Context: an optimization exercise on an open-source flow, tuned for small area, a short achievable clock period and few clock cycles per item. The choices shown serve that exercise and are no tape-out recipe. RTL that was checked went through simulation tests only; none was proved equivalent to the original. Only the layout flow was run in runs 1 and 2; the RTL was not checked for function there.

===== flow/design.v =====
package edma_pkg;
	localparam int ECHO_W          = 16;
	localparam int DIST_W          = 19;
	localparam int CFG_W           = 5;
	localparam int MAX_SAMPLES_DEF = 16;
	localparam int DIST_MUL_W = 11;
	localparam int PROD_W     = ECHO_W + DIST_MUL_W;
	localparam logic [DIST_MUL_W-1:0] DIST_MUL = DIST_MUL_W'(1114);
	localparam int DIST_SHIFT = 8;
endpackage
module echo_distance_moving_average #(
	parameter int MAX_SAMPLES = edma_pkg::MAX_SAMPLES_DEF
) (
	input  logic                       clk,
	input  logic                       arst_n,
	input  logic                       echo_valid,
	output logic                       echo_ready,
	input  logic [edma_pkg::ECHO_W-1:0] echo_us,
	output logic                       result_valid,
	input  logic                       result_ready,
	output logic [edma_pkg::DIST_W-1:0] result_distance_q8,
	output logic                       result_valid_res,
	input  logic                       cfg_wr_en,
	input  logic [edma_pkg::CFG_W-1:0] cfg_wr_data
);
	localparam int EW   = edma_pkg::ECHO_W;
	localparam int DW   = edma_pkg::DIST_W;
	localparam int TW   = DW + 4;       
	localparam int NS   = 16;           
	logic          adv_q;
	logic          ov_q, sv_q;
	logic [DW-1:0] od_q, sd_q;
	logic          or_q, sr_q;
	logic          v0_q;
	logic [EW-1:0] us0_q;
	always_ff @(posedge clk or negedge arst_n) begin
		if (!arst_n) v0_q <= 1'b0;
		else if (adv_q) v0_q <= echo_valid;
	end
	always_ff @(posedge clk) begin
		if (adv_q) us0_q <= echo_us;
	end
	logic          v1_q, z1_q;
	logic [DW-1:0] d1_q;
	logic [EW+10:0] prod;
	assign prod = ({11'd0, us0_q} << 10) + ({11'd0, us0_q} << 6) + ({11'd0, us0_q} << 4)
	            + ({11'd0, us0_q} << 3) + ({11'd0, us0_q} << 1);
	always_ff @(posedge clk or negedge arst_n) begin
		if (!arst_n) v1_q <= 1'b0;
		else if (adv_q) v1_q <= v0_q;
	end
	always_ff @(posedge clk) begin
		if (adv_q) begin
			d1_q <= prod[EW+10:8];
			z1_q <= (us0_q == '0);
		end
	end
	logic [4:0]    win_q;       
	logic [4:0]    fill_q;      
	logic          full_q;      
	logic [DW-1:0] ring [NS];
	logic [NS-1:0] ins;         
	logic          v2_q, z2_q;
	logic [DW:0]   delta2_q;    
	logic [4:0]    n2_q;
	logic          push;
	logic [4:0]    fill_nx;
	logic [4:0]    cfg_w;
	always_comb begin
		cfg_w = cfg_wr_data;
		if (cfg_wr_data == '0) cfg_w = 5'd1;
		else if (cfg_wr_data > 5'd16) cfg_w = 5'd16;
	end
	always_comb begin
		for (int i = 0; i < NS; i++) ins[i] = (5'(i) == 5'(16) - win_q);
	end
	assign push    = adv_q && v1_q && !z1_q;
	assign fill_nx = full_q ? fill_q : fill_q + 5'd1;
	always_ff @(posedge clk) begin
		if (push) begin
			for (int i = 0; i < NS; i++) begin
				if (ins[i]) ring[i] <= d1_q;
				else if (i > 0) ring[i] <= ring[(i > 0) ? i - 1 : 0];
			end
		end
	end
	always_ff @(posedge clk or negedge arst_n) begin
		if (!arst_n) begin
			win_q  <= 5'd1;
			fill_q <= '0;
			full_q <= 1'b0;
			v2_q   <= 1'b0;
		end else begin
			if (adv_q) v2_q <= v1_q;
			if (cfg_wr_en) begin
				win_q  <= cfg_w;
				fill_q <= '0;
				full_q <= 1'b0;
			end else if (adv_q && v1_q) begin
				if (z1_q) begin
					fill_q <= '0;
					full_q <= 1'b0;
				end else begin
					fill_q <= fill_nx;
					full_q <= fill_nx == win_q;
				end
			end
		end
	end
	always_ff @(posedge clk) begin
		if (adv_q) begin
			z2_q     <= z1_q;
			delta2_q <= {1'b0, d1_q} - {1'b0, full_q ? ring[NS-1] : '0};
			n2_q     <= z1_q ? 5'd1 : fill_nx;
		end
	end
	logic          v3_q, z3_q;
	logic [TW-1:0] total_q;
	logic [4:0]    n3_q;
	always_ff @(posedge clk or negedge arst_n) begin
		if (!arst_n) begin
			total_q <= '0;
			v3_q    <= 1'b0;
		end else begin
			if (adv_q) v3_q <= v2_q;
			if (cfg_wr_en) begin
				total_q <= '0;
			end else if (adv_q && v2_q) begin
				total_q <= z2_q ? '0 : total_q + {{(TW-DW-1){delta2_q[DW]}}, delta2_q};
			end
		end
	end
	always_ff @(posedge clk) begin
		if (adv_q) begin
			z3_q <= z2_q;
			n3_q <= n2_q;
		end
	end
	localparam int NST = 5;
	function automatic int bps(input int k);
		bps = (k == NST - 1) ? DW - 4 * (NST - 1) : 4;
	endfunction
	logic [3:0]    rem_q [NST];
	logic [DW-1:0] dvd_q [NST];
	logic [4:0]    nd_q  [NST];
	logic          vd_q  [NST];
	logic          zd_q  [NST];
	function automatic logic [3+DW:0] div_steps(input logic [3:0] rem, input logic [DW-1:0] dvd,
	                                             input logic [4:0] n, input int steps);
		logic [4:0] trial;
		logic [3:0] r;
		logic [DW-1:0] x;
		r = rem;
		x = dvd;
		for (int s = 0; s < steps; s++) begin
			trial = {r, x[DW-1]};
			if (trial >= n) begin
				r = 4'(trial - n);
				x = {x[DW-2:0], 1'b1};
			end else begin
				r = trial[3:0];
				x = {x[DW-2:0], 1'b0};
			end
		end
		div_steps = {r, x};
	endfunction
	logic [3+DW:0] dstep [NST];
	always_comb begin
		dstep[0] = div_steps(total_q[TW-1:DW], total_q[DW-1:0], n3_q, bps(0));
		for (int k = 1; k < NST; k++)
			dstep[k] = div_steps(rem_q[k-1], dvd_q[k-1], nd_q[k-1], bps(k));
	end
	always_ff @(posedge clk or negedge arst_n) begin
		if (!arst_n) begin
			for (int k = 0; k < NST - 1; k++) vd_q[k] <= 1'b0;
		end else if (adv_q) begin
			vd_q[0] <= v3_q;
			for (int k = 1; k < NST - 1; k++) vd_q[k] <= vd_q[k-1];
		end
	end
	always_ff @(posedge clk) begin
		if (adv_q) begin
			{rem_q[0], dvd_q[0]} <= dstep[0];
			nd_q[0] <= n3_q;
			zd_q[0] <= z3_q;
			for (int k = 1; k < NST - 1; k++) begin
				{rem_q[k], dvd_q[k]} <= dstep[k];
				nd_q[k] <= nd_q[k-1];
				zd_q[k] <= zd_q[k-1];
			end
		end
	end
	logic          xv;
	logic [DW-1:0] xd;
	logic          xr;
	assign xv = vd_q[NST-2];
	assign xd = dstep[NST-1][DW-1:0];
	assign xr = !zd_q[NST-2];
	logic take, inc;
	logic ov_nx, sv_nx;
	assign take = ov_q && result_ready;
	assign inc  = adv_q && xv;
	always_comb begin
		ov_nx = ov_q;
		sv_nx = sv_q;
		if (take) begin
			if (sv_q) begin
				ov_nx = 1'b1;
				sv_nx = inc;
			end else begin
				ov_nx = inc;
				sv_nx = 1'b0;
			end
		end else if (inc) begin
			if (ov_q) sv_nx = 1'b1;
			else      ov_nx = 1'b1;
		end
	end
	always_ff @(posedge clk or negedge arst_n) begin
		if (!arst_n) begin
			ov_q  <= 1'b0;
			sv_q  <= 1'b0;
			adv_q <= 1'b1;
		end else begin
			ov_q  <= ov_nx;
			sv_q  <= sv_nx;
			adv_q <= !(ov_nx && sv_nx);
		end
	end
	always_ff @(posedge clk) begin
		if (take) begin
			if (sv_q) begin
				od_q <= sd_q;
				or_q <= sr_q;
			end else begin
				od_q <= xd;
				or_q <= xr;
			end
			sd_q <= xd;
			sr_q <= xr;
		end else if (ov_q) begin
			if (!sv_q) begin
				sd_q <= xd;
				sr_q <= xr;
			end
		end else begin
			od_q <= xd;
			or_q <= xr;
		end
	end
	assign echo_ready         = adv_q;
	assign result_valid       = ov_q;
	assign result_distance_q8 = od_q;
	assign result_valid_res   = or_q;
endmodule

===== flow/run.sh =====
#!/bin/bash
# synth_recipe.tcl (not shown) runs the flow's synth.tcl, then flattens the netlist and writes it again
# the make line also repeats each setting of config.mk as NAME=value (left out here)
make -C /OpenROAD-flow-scripts/flow DESIGN_CONFIG=/design/flow/config.mk WORK_HOME=/design/flow/orfs CLKGATE_MAP_FILE= SYNTH_SCRIPT=/design/flow/synth_recipe.tcl finish

===== flow/config.mk =====
export PLATFORM = sky130hd
export DESIGN_NAME = echo_distance_moving_average
export DESIGN_NICKNAME = echo_distance_moving_average
export VERILOG_FILES = /design/flow/design.v
export SDC_FILE = /design/flow/constraint.sdc
export NUM_CORES = 4
export LEC_CHECK = 0
export ABC_CLOCK_PERIOD_IN_PS = 2500
export CAP_MARGIN = 20
export CORE_MARGIN = 2
export CORE_UTILIZATION = 40
export SETUP_SLACK_MARGIN = 2.8
export SLEW_MARGIN = 20

===== flow/constraint.sdc =====
create_clock -name core_clock -period 5.5 [get_ports {clk}]
set_input_delay 1.1000 -clock core_clock [delete_from_list [all_inputs] [get_ports {clk}]]
set_output_delay 1.1000 -clock core_clock [all_outputs]
set_load 0.01 [all_outputs]

==> impl_metrics.tcl, run 1 <==
set metrics [dict create \
    layout_common_cells "edfxtp_1 (528), mux2_2 (333), buf_4 (193)" \
    synthCells 2033 \
    clockBufferDepth 3 \
    wl_um 56100 \
    reg2reg_depth 32 \
    path_class "flip-flop to flip-flop" \
    grt.total_usage 0.150 \
    crit_path_end_kind "flip-flop" \
    antenna_found_initial 0 \
    startpoint_type "flip-flop" \
    placed_cell_area_um2 32100 \
    cts.sinks 573 \
    synth_nets 2290 \
    grt_pass1_wl_um 91500 \
    cts-root-buf "clkbuf_16" \
    r2r_slack_ps -300 \
    cts_inserted_buffers 61 \
    yosysSeqAreaShare 0.581 \
    fin_ws_ps -299 \
    cp_common_cell "a21o_1" \
    grt_max_degree 180 \
    min_period_ps 5800 \
    wire_per_inst_um 16.8 \
    start_util 0.402 \
    cp.arrival_ps 6140 \
    max_cap_viol_count 0 \
    fin_skew_ps 44.8 \
    whs_ps 405 \
    critPathMaxFanout 5 \
    synth_enable_flop_cells 528 \
    clk_latency_ps 630 \
    holdPathEnd "dvd_q[3][4]" \
    area_growth_syn_to_layout_pct 24.0 \
    firstDrtPassIters 5 \
    hold_start "dvd_q[2][0]" \
    yosysWarnings 8 \
    syn-mean-instance-area_um2 14.4 \
    n_antenna_cell 0 \
    status "failed layout checks" \
    rsz0062_at_grt "true" \
    grt_pass1_vias 17900 \
    cts_hold_buf 0 \
    hold_path_class "flip-flop to flip-flop" \
    dieHeight_um 274 \
    die_x_um 274 \
    critPathSlowestCell "edfxtp_1" \
    hold_viol 0 \
    grt-ovfl-total 0 \
    worst_pin_slew_ps 969 \
    cpPeakStageDelay_ps 380 \
    cp_top_family "compound AO/OA/AOI/OAI gates" \
    cp.required_ps 5840 \
    core-area_um2 72700 \
    nNetsFinal 2579 \
    htree_levels 2 \
    async_reset_ff_frac 0.0785 \
    nFillCells 6106 \
    slew-limit-headroom 0.353 \
    synthFlopType "edfxtp_1" \
    postRouteAntennaNets 0 \
    crit_buf_inv 5 \
    layout_commonest_cell "edfxtp_1" \
    gp_congestion 0.803 \
    timing.final.crit_share 1.05 \
    clk_pin_slew_ps 60 \
    first_iter_violations 965 \
    reg2reg_to "rem_q[3][1]" \
    r2r_start "dvd_q[2][18]" \
    cts_tree "yes" \
    stdcell_area_um2 36300 \
    viasPerCell 5.11 \
    ys_ff_latch 573 \
    syn_area_um2 29200 \
    finalMaxSlewViolations 0 \
    io_pins 48 \
    drc 0 \
    layout-drive-gt1-share 0.377 \
    finalSetupViolCount 20 \
    dp_hpwl_um 36700 \
    fmax_ghz 0.172 \
    vias 17000 \
    io_buffers 47 \
    rows 99 \
    synth_cell_types 73 \
    so_faults "setup timing" \
    hold_depth 0 \
    die_area_um2 75300 \
]
==> what timing repair did <==
action | CTS | global route
setup buffers | 102 | 24
endpoints found under the setup margin | 448 | 157
pin swaps | 105 | 96
resized for setup | 124 | 107
endpoints found under the hold margin | 0 | 0
gates cloned | 1 | 1
==> sequential cells by signal, indices dropped and copies added, names as in the netlist, 4 cells and up <==
register,cells
d1_q,19
delta2_q,20
dvd_q,76
fill_q,5
n2_q,5
n3_q,5
nd_q,20
od_q,19
rem_q,16
ring,304
sd_q,19
total_q,23
us0_q,16
vd_q,4
win_q,5
zd_q,4
==> logic make-up (layout without fill, tap and decap cells) <==
| family | Yosys count | after routing | synth area share |
|---|---|---|---|
| AO/OA/AOI/OAI | 316 | 316 | 0.0693 |
| flip-flops | 573 | 573 | 0.581 |
| buffers and inverters | 166 | 507 | 0.0218 |
| adder cells (fa/ha/maj) | 231 | 231 | 0.113 |
| XOR/XNOR | 88 | 88 | 0.0264 |
| AND/OR/NAND/NOR | 298 | 299 | 0.0501 |
| multiplexers | 361 | 361 | 0.139 |
==> worst max-delay path by stage <==
stage / from / slack, ps / depth (start not counted) / to
6_report: dvd_q[2][18] / -300 / 32 / rem_q[3][1]
5_1_grt: dvd_q[2][18] / -580 / 32 / rem_q[3][2]
4_1_cts: total_q[18] / -310 / 32 / rem_q[0][2]
3_5_place_dp: n3_q[0] / -510 / 32 / rem_q[0][3]
3_3_place_gp: n3_q[0] / -290 / 33 / rem_q[0][0]
2_1_floorplan: adv_q / -2040 / 3 / ring[0][0]
==> per-stage QoR <==
step	instances	setup TNS (ps)	util	setup slack (ps)
finish	3334	-4070	0.499	-299
global route	3334	-9240	0.499	-583
CTS	3309	-5200	0.489	-313
detailed placement	3090	-6480	0.441	-507
global placement	3090	-3290	0.441	-293
floorplan	2033	-397930	-	-2040
==> per-layer routing <==
layer,wire [µm],vias up,GRT usage
li1,-,8214,-
met1,23800,8497,0.183
met2,29100,239,0.271
met3,1710,99,0.0217
met4,1420,0,0.0459
met5,0,-,0
==> synth_stat cells (9+ instances only) <==
library cell  number  area [µm²]
nand3b_1           9        67.6
nand3_1           17        85.1
edfxtp_1         528       15900
xnor2_1           51         447
mux2_2           346        3900
buf_2             12        60.1
fa_1              56        1120
ha_1             175        2190
nor2b_1           23         144
a31oi_1           15        93.8
nor3_1            16        80.1
clkbuf_1          56         210
nor2_1            62         233
o21ai_0           84         420
nand2_1          106         398
a21o_1            68         510
o211ai_1           9        67.6
o21a_1            13        97.6
xor2_1            37         324
dfrtp_1           43        1080
inv_1             92         345
mux2i_1           14         140
nand2b_1          25         156
a21oi_1           71         355
==> cell type report <==
| cell class | instances | area, µm² | area share |
|---|---|---|---|
| flip-flops and latches | 573 | 17000 | 0.468 |
| well taps | 959 | 1200 | 0.0331 |
| repair buffers | 296 | 2620 | 0.0722 |
| inverters | 95 | 369 | 0.0102 |
| clock inverters | 37 | 405 | 0.0112 |
| clock buffers | 79 | 1660 | 0.0457 |
| multi-input cells | 1295 | 13000 | 0.359 |
==> run 2: changes to the inputs <==
--- a/flow/config.mk
+++ b/flow/config.mk
@@ -6,8 +6,6 @@
 export NUM_CORES = 4
 export LEC_CHECK = 0
-export ABC_CLOCK_PERIOD_IN_PS = 2500
 export CAP_MARGIN = 20
 export CORE_MARGIN = 2
 export CORE_UTILIZATION = 40
-export SETUP_SLACK_MARGIN = 2.8
 export SLEW_MARGIN = 20
==> run 2 against run 1 <==
Compared with the run above:
- still fails the layout checks on setup timing
- setup slack better by 31 ps
- design area is 5.4% lower
- sequential share of layout area is 2.7 points higher
- flip-flop and latch count stayed put
- die area stayed put
- routed wire length is 6.2% lower
==> impl_metrics.tcl, run 2 <==
set metrics [dict create \
    multiInputGateArea_um2 12200 \
    wl_um 52600 \
    finalCoreUtilization 0.472 \
    postRouteAntennaNets 0 \
    dp_hpwl_um 35700 \
    synthCells 2033 \
    syn_area_um2 29200 \
    hold_viol 0 \
    nFillCells 6299 \
    r2r_start "nd_q[1][0]" \
    synth_top_area_share 0.542 \
    cts.sinks 573 \
    grt_pass1_vias 17200 \
    r2r_slack_ps -270 \
    cts_tree "yes" \
    wl_met1_um 22700 \
    io_buffers 47 \
    syn-mean-instance-area_um2 14.4 \
    io_pins 48 \
    cp_common_cell "a21o_1" \
    rows 99 \
    synthFlopType "edfxtp_1" \
    start_util 0.402 \
    nNetsFinal 2490 \
    timing.final.crit_share 1.05 \
    area_growth_syn_to_layout_pct 17.3 \
    stdcell_area_um2 34300 \
    hold_path_class "flip-flop to flip-flop" \
    clockBufferDepth 3 \
    synth_cell_types 73 \
    fin_setup_tns_ps -2960 \
    critPathMaxFanout 7 \
    synth_most_common_cell "edfxtp_1" \
    final_cells 3236 \
    async_reset_ff_frac 0.0785 \
    grt_max_degree 183 \
    antenna_found_initial 0 \
    so_faults "setup timing" \
    fmax_ghz 0.173 \
    seqCellArea_um2 17000 \
    worst_pin_slew_ps 1170 \
    yosysWarnings 8 \
    wire_per_inst_um 16.3 \
    finalMaxSlewViolations 0 \
    synth.largest_area_cell "edfxtp_1" \
    cts-root-buf "clkbuf_16" \
    met3RoutedLength_um 1690 \
    synth_area_leaders "edfxtp_1 (54%), mux2_2 (13%), ha_1 (7.5%)" \
    ys_ff_latch 573 \
    critPathSlowestCell "edfxtp_1" \
    synth_nets 2290 \
    path_class "flip-flop to flip-flop" \
    yosys-top-cells-count "edfxtp_1 (528), mux2_2 (346), ha_1 (175), nand2_1 (106), inv_1 (92)" \
    largest_reg_flops 304 \
    min_period_ps 5770 \
    dpl.cell_count 3080 \
    drc 0 \
    reg2reg_depth 30 \
    yosysSeqAreaShare 0.581 \
    reg2reg_to "rem_q[2][2]" \
    layout_commonest_cell "edfxtp_1" \
    startpoint_type "flip-flop" \
    htree_levels 2 \
    grt.total_usage 0.142 \
    crit_path_end_kind "flip-flop" \
    clk_pin_slew_ps 60 \
    max_cap_viol_count 0 \
    status "failed layout checks" \
    vias 16400 \
    finalSetupViolCount 19 \
    die_x_um 274 \
    die_area_um2 75300 \
    dieHeight_um 274 \
    whs_ps 389 \
    first_iter_violations 959 \
    dp_slack_ps -391 \
    grt-ovfl-total 0 \
    fin_skew_ps 54.6 \
    clk_latency_ps 630 \
    placed_cell_area_um2 31800 \
    viasPerCell 5.08 \
    cp.arrival_ps 6100 \
    fin_ws_ps -268 \
    cpPeakStageDelay_ps 430 \
    synth_enable_flop_cells 528 \
    core-area_um2 72700 \
    layout_common_cells "edfxtp_1 (528), mux2_2 (337), ha_1 (155)" \
    critPathLaunch "nd_q[1][0]" \
    cts_inserted_buffers 59 \
    firstDrtPassIters 5 \
    gp_congestion 0.821 \
    crit_end "rem_q[2][2]" \
    slew-limit-headroom 0.219 \
    layout-drive-gt1-share 0.299 \
    regMostFlops "ring" \
    n_antenna_cell 0 \
    grt_pass1_wl_um 87100 \
    wl_met2_um 26800 \
    top_layer "met4" \
    rsz0062_at_grt "true" \
    cp.required_ps 5840 \
]
==> run 2: cell counts after synthesis <==
Identical to the previous run, type by type.
==> run 2: cells by family (layout without fill, tap and decap cells) <==
kind of cell / Yosys count / in the layout / synth area share
flip-flops: 573 / 573 / 0.581
multiplexers: 361 / 361 / 0.139
AO/OA/AOI/OAI: 316 / 316 / 0.0693
AND/OR/NAND/NOR: 298 / 298 / 0.0501
adder cells (fa/ha/maj): 231 / 231 / 0.113
buffers and inverters: 166 / 410 / 0.0218
XOR/XNOR: 88 / 88 / 0.0264
==> run 2: final cells by class <==
type,count,area share
clock inverters,21,0.00627
flip-flops and latches,573,0.495
clock buffers,84,0.0464
multi-input cells,1294,0.356
well taps,959,0.0350
inverters,95,0.0105
repair buffers,210,0.0507
==> run 2: worst min-delay path by stage <==
stage                  from            to  cells after the start  slack, ps
5_1_grt        dvd_q[0][13]  dvd_q[1][17]                      0        390
3_5_place_dp    dvd_q[1][9]  dvd_q[2][13]                      0        400
2_1_floorplan   dvd_q[0][6]  dvd_q[1][10]                      0        400
4_1_cts        dvd_q[0][13]  dvd_q[1][17]                      0        380
3_3_place_gp    dvd_q[1][2]   dvd_q[2][6]                      0        400
6_report       dvd_q[0][13]  dvd_q[1][17]                      0        390
==> run 2: timing repair <==
action,CTS,global route
pin swaps,24,25
buffers inserted,37,17
hold buffers,0,0
gates resized for setup,22,30
endpoints found under the setup margin,20,20
==> run 2: worst max-delay path, delay by kind of cell (launching register included) <==
family          cells  cell delay [ps]
buf+inv             2              220
fa+ha+maj           4              940
simple gates        6              680
compound gates     15             2380
mux                 3              800
flops               1              430
==> run 2: metal layers <==
metal	up-vias	track usage
met5	-	0
met4	0	0.0453
met3	100	0.0229
met2	220	0.258
met1	8099	0.170
li1	8028	-
==> run 3: changes to the inputs <==
--- a/flow/design.v
+++ b/flow/design.v
@@ -146,7 +146,27 @@
 	logic          vd_q  [NST];
 	logic          zd_q  [NST];
+	function automatic logic [4:0] div_bit(input logic [3:0] r, input logic b, input logic [4:0] n);
+		logic [4:0] t, e, l;
+		logic [4:0] lt;
+		logic       ge, l10, l32, e32;
+		logic [3:0] ro;
+		t      = {r, b};
+		e      = ~(t ^ n);
+		l      = ~t & n;
+		lt[0]  = 1'b0;
+		lt[1]  = l[0];
+		l10    = l[1] | (e[1] & l[0]);
+		lt[2]  = l10;
+		lt[3]  = l[2] | (e[2] & l10);
+		l32    = l[3] | (e[3] & l[2]);
+		e32    = e[3] & e[2];
+		lt[4]  = l32 | (e32 & l10);
+		ge     = ~(l[4] | (e[4] & lt[4]));
+		for (int i = 0; i < 4; i++) ro[i] = ge ? (t[i] ^ n[i] ^ lt[i]) : t[i];
+		div_bit = {ge, ro};
+	endfunction
 	function automatic logic [3+DW:0] div_steps(input logic [3:0] rem, input logic [DW-1:0] dvd,
 	                                             input logic [4:0] n, input int steps);
-		logic [4:0] trial;
+		logic [4:0] o;
 		logic [3:0] r;
 		logic [DW-1:0] x;
@@ -154,12 +174,7 @@
 		x = dvd;
 		for (int s = 0; s < steps; s++) begin
-			trial = {r, x[DW-1]};
-			if (trial >= n) begin
-				r = 4'(trial - n);
-				x = {x[DW-2:0], 1'b1};
-			end else begin
-				r = trial[3:0];
-				x = {x[DW-2:0], 1'b0};
-			end
+			o = div_bit(r, x[DW-1], n);
+			r = o[3:0];
+			x = {x[DW-2:0], o[4]};
 		end
 		div_steps = {r, x};
==> run 3 against run 2 <==
Compared with the run above:
- now clean on timing, DRC and antenna
- setup slack gained 360 ps
- hold slack gained 1.8 ps
- flip-flop and latch count is the same
- count of clock-buffer cells in the layout shrank 1
- non-clock buffer count shrank 69
- sequential share of layout area grew 1.3 points
- design area shrank 2.5%
- critical path depth shrank 8
- cell count shrank 3.5%
- die area shrank 1.8%
- highest routed layer unchanged
==> impl_metrics.tcl, run 3 <==
set metrics [dict create \
    clk_latency_ps 640 \
    grt_pass1_wl_um 82100 \
    area_growth_syn_to_layout_pct 16.4 \
    cts.sinks 573 \
    dieHeight_um 272 \
    syn_area_um2 28700 \
    grt-ovfl-total 0 \
    synth_top_area_share 0.552 \
    postRouteAntennaNets 0 \
    yosysSeqAreaShare 0.591 \
    reg2reg_depth 22 \
    timing.final.crit_share 0.984 \
    yosysWarnings 8 \
    cts_tree "yes" \
    first_iter_violations 849 \
    io_pins 48 \
    synthCells 1981 \
    synth_nets 2237 \
    max_cap_viol_count 0 \
    synth_cell_types 66 \
    fin_skew_ps 59.4 \
    syn-mean-instance-area_um2 14.5 \
    nNetsFinal 2376 \
    core-area_um2 71200 \
    startpoint_type "flip-flop" \
    cts_hold_buf 0 \
    finalSetupViolCount 0 \
    hold_start "dvd_q[0][13]" \
    clockBufferDepth 3 \
    finalMaxSlewViolations 0 \
    synth.largest_area_cell "edfxtp_1" \
    status "no timing/DRC/antenna violations" \
    rsz0062_at_grt "true" \
    r2r_slack_ps 90 \
    antenna_found_initial 1 \
    die_area_um2 73900 \
    fin_ws_ps 89.0 \
    grt_max_degree 201 \
    synthFlopType "edfxtp_1" \
    layout_commonest_cell "edfxtp_1" \
    r2r_start "dvd_q[1][18]" \
    grt_pass1_vias 16400 \
    die_x_um 272 \
    critPathMaxFanout 5 \
    async_reset_ff_frac 0.0785 \
    dpl.cell_count 2957 \
    path_class "flip-flop to flip-flop" \
    largest_reg_flops 304 \
    synth_area_leaders "edfxtp_1 (55%), mux2_2 (12%), ha_1 (6.8%)" \
    final_cells 3123 \
    worst_pin_slew_ps 1090 \
    cp.required_ps 5840 \
    synth_enable_flop_cells 528 \
    io_buffers 47 \
    hold_path_class "flip-flop to flip-flop" \
    gp_congestion 0.832 \
    cts-root-buf "clkbuf_16" \
    crit_path_end_kind "flip-flop" \
    slew-limit-headroom 0.271 \
    clk_pin_slew_ps 60 \
    cp.arrival_ps 5750 \
    wl_um 49200 \
    cts_inserted_buffers 61 \
    drc 0 \
    wire_per_inst_um 15.8 \
    hold_viol 0 \
    firstDrtPassIters 4 \
    regMostFlops "ring" \
    reg2reg_to "rem_q[2][1]" \
    holdPathEnd "dvd_q[1][17]" \
    yosys-top-cells-count "edfxtp_1 (528), mux2_2 (306), ha_1 (156), nand2_1 (152), inv_1 (105)" \
    fmax_ghz 0.185 \
    grt.total_usage 0.133 \
    hold_depth 0 \
    layout_common_cells "edfxtp_1 (528), mux2_2 (298), nand2_1 (152)" \
    rows 98 \
    vias 15700 \
    start_util 0.403 \
    layout-drive-gt1-share 0.276 \
    htree_levels 2 \
    viasPerCell 5.03 \
    critPathLaunch "dvd_q[1][18]" \
    n_antenna_cell 0 \
    ys_ff_latch 573 \
    synth_most_common_cell "edfxtp_1" \
    dp_slack_ps -133 \
    min_period_ps 5410 \
    dp_hpwl_um 33200 \
]
## run 3: area by class of cell
cell class	instances	area, µm²
multi-input cells	1236	11600
flip-flops and latches	573	17000
clock inverters	33	315
fillers	6191	37800
inverters	107	402
clock buffers	83	1700
repair buffers	141	1240
well taps	950	1190
## run 3: logic make-up (layout without fill, tap and decap cells)
family / after synthesis / after routing / share of synthesized area
buffers and inverters: 172 / 364 / 0.0229
DFF: 573 / 573 / 0.591
AOI/OAI and AO/OA: 270 / 270 / 0.0621
adders and majority gates: 230 / 230 / 0.120
muxes: 336 / 336 / 0.130
xor gates and xnor gates: 70 / 70 / 0.0214
and+or+nand+nor: 330 / 330 / 0.0522
## run 3: worst max-delay path, cell delays in order (launching register included)
cell and delay, ps:
edfxtp_1 380, inv_1 70, ha_2 170, inv_2 40
fa_2 360, buf_4 150, fa_1 440, mux2i_2 190
ha_1 290, a21o_1 220, a21oi_4 220, buf_4 160
mux2_2 360, ha_4 230, a21o_1 200, a21oi_4 260
mux2i_2 290, fa_2 240, inv_2 50, a21o_1 140
a21o_1 180, a21oi_2 160, mux2_4 310
## run 3: how the worst max path moves through the flow
stage / depth (start not counted) / end
after floorplan: 3 / ring[0][0]
after global placement: 25 / rem_q[3][1]
after detailed placement: 25 / rem_q[3][1]
after CTS: 24 / rem_q[2][1]
after global routing: 28 / rem_q[2][1]
final: 22 / rem_q[2][1]
## run 3: per-stage QoR
step,setup TNS [ps],cell area (µm²),hold slack (ps),utilization
after floorplan,-457140,28900,400,-
after global placement,0,30700,401,0.431
after detailed placement,-564,30700,405,0.431
after CTS,0,32800,395,0.461
after global routing,-1710,33400,397,0.469
final,0,33400,391,0.469
## run 3: repair_timing
item,in CTS,in global routing
buffers inserted,7,42
setup endpoints to repair,16,20
resized for setup,11,72
pin swaps,6,60
## run 3: routing by layer
metal / vias to the layer above / wire, µm / track usage
met5: - / 0 / 0
li1: 7640 / - / -
met4: 0 / 1140 / 0.0411
met2: 210 / 25300 / 0.243
met3: 81 / 1610 / 0.0197
met1: 7786 / 21200 / 0.163
Testbench counts of run 3, summed over its fixed seeds: cycles 5,687, items 5,207.

## static timing again, ports no longer ideal
No port has a modelled driver above. Below, the same layouts with a new extraction and two added sets of constraints. Step 1 assumes that a clkbuf_16 drives the clock port and a buf_2 every other input. Step 2 adds t to the input delays and takes it off the output delays; t is the mean of the earliest and latest rising clock arrival at the registers after step 1. Input paths then give back, and output paths get back, about the clock's delay inside the block. Slacks: ideal ports / drivers / drivers and shift; pairs: ideal ports / drivers.
run	shift t [ns]	setup slack, ns	hold WS [ns]	worst data-port slew with drivers (ns)
run 1	0.667	-0.299 / -0.299 / -0.299	0.405 / 0.405 / 0.405	0.10
run 2	0.663	-0.268 / -0.268 / -0.268	0.389 / 0.389 / 0.389	0.10
run 3	0.666	0.089 / 0.089 / 0.089	0.391 / 0.391 / 0.391	0.09
